This design comes from an exercise in tuning for small area, a short achievable clock period and few clock cycles on the open sky130 flow, not from production work.
RTL that was checked went through simulation tests only; none was proved equivalent to the original.

==> wip/onyx <==
==> flow/design.v (excerpt) <==
module ps2_keyboard_to_hid_report #(
   parameter int KEY_MAP_BITS = ps2kb_pkg::KEY_MAP_BITS_DEF,
   parameter int REPORT_SLOTS = ps2kb_pkg::REPORT_SLOTS_DEF
) (
   input  wire logic                          clock,
   input  wire logic                          reset,
   input  wire logic                          req_tvalid,
   output logic                               req_tready,
   input  wire logic                          req_tuser,   
   input  wire logic [7:0]                    req_tdata,   
   output logic                               rsp_tvalid,
   input  wire logic                          rsp_tready,
   output logic [ps2kb_pkg::RSP_DATA_W-1:0]   rsp_tdata,
   input  wire logic                          csr_valid,
   output logic                               csr_ready,
   input  wire logic [9:0]                    csr_data     
);
==> flow/config.mk <==
export PLATFORM = sky130hd
export DESIGN_NAME = ps2_keyboard_to_hid_report
export DESIGN_NICKNAME = ps2_keyboard_to_hid_report
export VERILOG_FILES = /design/flow/design.v
export SDC_FILE = /design/flow/constraint.sdc
export NUM_CORES = 4
export LEC_CHECK = 0
export CAP_MARGIN = 20
export CORE_MARGIN = 2
export CORE_UTILIZATION = 40
export PLACE_DENSITY = 0.6
export SETUP_SLACK_MARGIN = 5.0
export SLEW_MARGIN = 20

export BUFFER_PORTS_ARGS = -buffer_cell sky130_fd_sc_hd__buf_2
==> flow/constraint.sdc <==
create_clock -name core_clock -period 8.0 [get_ports {clock}]
set_input_delay 1.6000 -clock core_clock [delete_from_list [all_inputs] [get_ports {clock}]]
set_output_delay 1.6000 -clock core_clock [all_outputs]
set_load 0.01 [all_outputs]
standard.sh (not shown) runs the stock make flow with config.mk's settings and CLKGATE_MAP_FILE= SYNTH_SCRIPT=/design/flow/synth_recipe.tcl, a recipe that flattens the netlist after the stock synthesis.
==> flow/flow/run.sh <==
#!/bin/bash
# The standard layout (the standard.sh, all steps), with one change to how it is made:
# the buffers that placement puts on every input and output port are buf_2 cells instead of
# the cell buffer_ports picks by default (a slow clkdlybuf4s50_1).
set -euo pipefail
printf '\nexport BUFFER_PORTS_ARGS = -buffer_cell sky130_fd_sc_hd__buf_2\n' >> config.mk
bash standard.sh > standard.log 2>&1
==> wip/violet: changes against wip/onyx <==
==> flow/flow/run.sh (replaced) <==
#!/bin/bash
set -euo pipefail
printf '\nexport BUFFER_PORTS_ARGS = -buffer_cell sky130_fd_sc_hd__buf_2\nexport SETUP_SLACK_MARGIN = 5.15\n' >> config.mk
bash standard.sh > standard.log 2>&1
CTS_BUF_LIST = sky130_fd_sc_hd__clkbuf_4 sky130_fd_sc_hd__clkbuf_8   (was default)
CTS_CLUSTER_DIAMETER = 50   (was default)
CTS_CLUSTER_SIZE = 20   (was default)
SETUP_SLACK_MARGIN = 5.15   (was 5.0)
==> wip/pepper: changes against wip/onyx <==
CTS_BUF_LIST = sky130_fd_sc_hd__clkbuf_4 sky130_fd_sc_hd__clkbuf_8   (was default)
CTS_CLUSTER_DIAMETER = 50   (was default)
CTS_CLUSTER_SIZE = 20   (was default)
TNS_END_PERCENT = 10   (was default)
==> wip/delta: changes against wip/onyx <==
--- a/flow/design.v
+++ b/flow/design.v
@@ -946,17 +946,16 @@
    input  wire logic                          rsp_tready,
    output logic [ps2kb_pkg::RSP_DATA_W-1:0]   rsp_tdata,
    input  wire logic                          csr_valid,
    output logic                               csr_ready,
    input  wire logic [9:0]                    csr_data     
 );
    localparam int NS = 6;   
    localparam logic [127:0] KEYS = 128'h0000003ffffffffffffbfffffffffff2;
-   localparam logic [6:0]   KEY_TOP = 7'd101;   
    assign csr_ready = 1'b1;
    logic busy_ff;                       
    logic e_go;                          
    logic p_scan;                        
    logic       a_valid_ff, s_valid_ff, rdy_ff;
    logic [8:0] a_item_ff, s_item_ff;    
    logic       a_take;                  
    logic       acc;
@@ -1038,30 +1037,30 @@
    always_ff @(posedge clock) begin
       if (b_load) begin
          b_tick_ff <= a_item_ff[8];
          b_brk_ff  <= rel_ff;
          b_key_ff  <= d_key;
       end
    end
    logic [127:0] map_ff;
-   logic [9:0]   rem_ff;                
+   logic [9:0]   ticks_ff;              
    logic         m_valid_ff, m_tick_ff, m_brk_ff, m_member_ff;
    logic [6:0]   m_key_ff;
    logic [6:0]   km;                    
    logic         e_wr;                  
    logic         m_member;
    assign m_load   = !busy_ff && (!m_valid_ff || (e_go && !p_scan));
-   assign km       = busy_ff ? rem_ff[6:0] : b_key_ff;
+   assign km       = busy_ff ? ticks_ff[6:0] : b_key_ff;
    assign m_member = (e_wr && m_key_ff == km) ? !m_brk_ff : map_ff[km];
    always_ff @(posedge clock) begin
       if (reset) begin
          m_valid_ff <= 1'b0;
       end else if (busy_ff) begin
-         m_valid_ff <= rem_ff[6:0] != 7'd0 && !scan_end;
+         m_valid_ff <= !scan_end;
       end else if (m_load) begin
          m_valid_ff <= b_valid_ff;
       end else if (e_go) begin
          m_valid_ff <= 1'b0;
       end
    end
    always_ff @(posedge clock) begin
       if (busy_ff || m_load) begin
@@ -1112,17 +1111,17 @@
    always_comb begin
       p_ins  = 1'b0;
       p_del  = 1'b0;
       p_roll = 1'b0;
       p_scan = 1'b0;
       p_rep  = 1'b0;
       if (!busy_ff) begin
          if (m_tick_ff) begin
-            p_rep = idle_ff != 10'd0 && rem_ff == 10'd1;
+            p_rep = idle_ff != 10'd0 && ticks_ff + 10'd1 == idle_ff;
          end else begin
             if (is_key && chg) begin
                if (!m_brk_ff) begin
                   p_roll = !over_ff && cnt_ff == CNT_6;
                   p_ins  = !over_ff && cnt_ff != CNT_6;
                end else begin
                   p_scan = over_ff && cnt_ff == CNT_7;
                   p_del  = !over_ff;
@@ -1172,17 +1171,17 @@
       end
    end
    always_ff @(posedge clock) begin
       if (reset) begin
          mods_ff      <= 8'd0;
          over_ff      <= 1'b0;
          cnt_ff       <= CNT_0;
          idle_ff      <= 10'd0;
-         rem_ff       <= 10'd0;
+         ticks_ff     <= 10'd0;
          busy_ff      <= 1'b0;
          rsp_valid_ff <= 1'b0;
       end else begin
          if (csr_valid) begin
             idle_ff <= csr_data;
          end
          if (do_rep) begin
             rsp_valid_ff <= 1'b1;
@@ -1201,21 +1200,17 @@
          end
          if (do_scan) begin
             over_ff <= 1'b0;
             busy_ff <= 1'b1;
          end
          if (scan_end) begin
             busy_ff <= 1'b0;
          end
-         if (csr_valid) begin
-            rem_ff <= csr_data;
-         end else if (do_scan) begin
-            rem_ff <= {3'b000, KEY_TOP};
-         end else if (do_rep) begin
-            rem_ff <= idle_ff;
+         if (do_scan || do_rep) begin
+            ticks_ff <= 10'd0;
          end else if (busy_ff || (e_go && m_tick_ff)) begin
-            rem_ff <= rem_ff - 10'd1;
+            ticks_ff <= ticks_ff + 10'd1;
          end
       end
    end
 endmodule
 `default_nettype wire
CTS_BUF_LIST = sky130_fd_sc_hd__clkbuf_4 sky130_fd_sc_hd__clkbuf_8   (was default)
CTS_CLUSTER_DIAMETER = 50   (was default)
CTS_CLUSTER_SIZE = 20   (was default)
==> out/metrics.yaml <==
start_kind: "input pin"
seq_share_pct: 41.9
met1_length_um: 15800
post-cts-setup-buffers: 18
status: "timing/DRC/antenna clean"
clk_latency_ns: 0.59
path_depth: 10
comb_power_mw: 0.700
nets: 1470
root_buffer: "clkbuf_8"
p_total_mw: 3.14
utilization_pct: 46.8
the above is filed under wip/delta

==> out/metrics.yaml <==
utilization_pct: 47.7
status: "timing/DRC/antenna clean"
comb_power_mw: 0.861
nets: 1503
p_total_mw: 3.20
clk_latency_ns: 0.61
the above is filed under wip/violet

==> out/metrics.yaml <==
status: "timing/DRC/antenna clean"
clk_latency_ns: 0.61
post-cts-setup-buffers: 14
layout_setup_ws_ns: 4.84
start_kind: "register"
seq_cells: 223
met1_length_um: 15500
root_buffer: "clkbuf_8"
utilization_pct: 44.7
path_depth: 8
p_total_mw: 3.03
hold_ws_ns: 0.429
the above is filed under wip/pepper

==> out/metrics.yaml <==
utilization_pct: 46.4
clk_latency_ns: 0.54
nets: 1450
root_buffer: "clkbuf_16"
post-cts-setup-buffers: 26
status: "timing/DRC/antenna clean"
the above is filed under wip/onyx

Testbench counts of wip/onyx, summed over its fixed seeds: cycles 6,924.
Testbench counts of wip/violet, summed over its fixed seeds: cycles 6,924.
Testbench counts of wip/pepper, summed over its fixed seeds: cycles 6,924.
No functional check of the RTL was part of wip/delta.

==> afterwards: timing with drivers on the ports <==
Ports are ideal in the flow. The routed layouts listed here were re-timed in OpenROAD. Step 1 (the two cells are an assumption about what drives the block):
set clk [get_ports {clock}]
set_driving_cell -lib_cell sky130_fd_sc_hd__clkbuf_16 $clk
set_driving_cell -lib_cell sky130_fd_sc_hd__buf_2 [delete_from_list [all_inputs] $clk]
Step 2 moves the port delays by t, midway between the first and last clock arrival at a register: inputs arrive t later, outputs are due t later. That takes back most of the time a late clock gives input paths. Slacks: no drivers / after step 1 / after step 2; pairs: no drivers / after step 1.
run | shift t [ns] | setup WS [ns] | worst slew at a driven data input, ns
wip/onyx | 0.581 | 5.008 / 5.008 / 4.626 | 0.04
wip/violet | 0.623 | 5.136 / 5.105 / 4.650 | 0.05
wip/pepper | 0.629 | 4.837 / 4.837 / 4.350 | 0.04
wip/delta | 0.621 | 5.057 / 5.039 / 4.459 | 0.05
After both steps setup and hold are still met in every run listed. The setup slack of wip/delta, which loses most, moves by -0.018 ns with the drivers and by -0.598 ns with both steps.
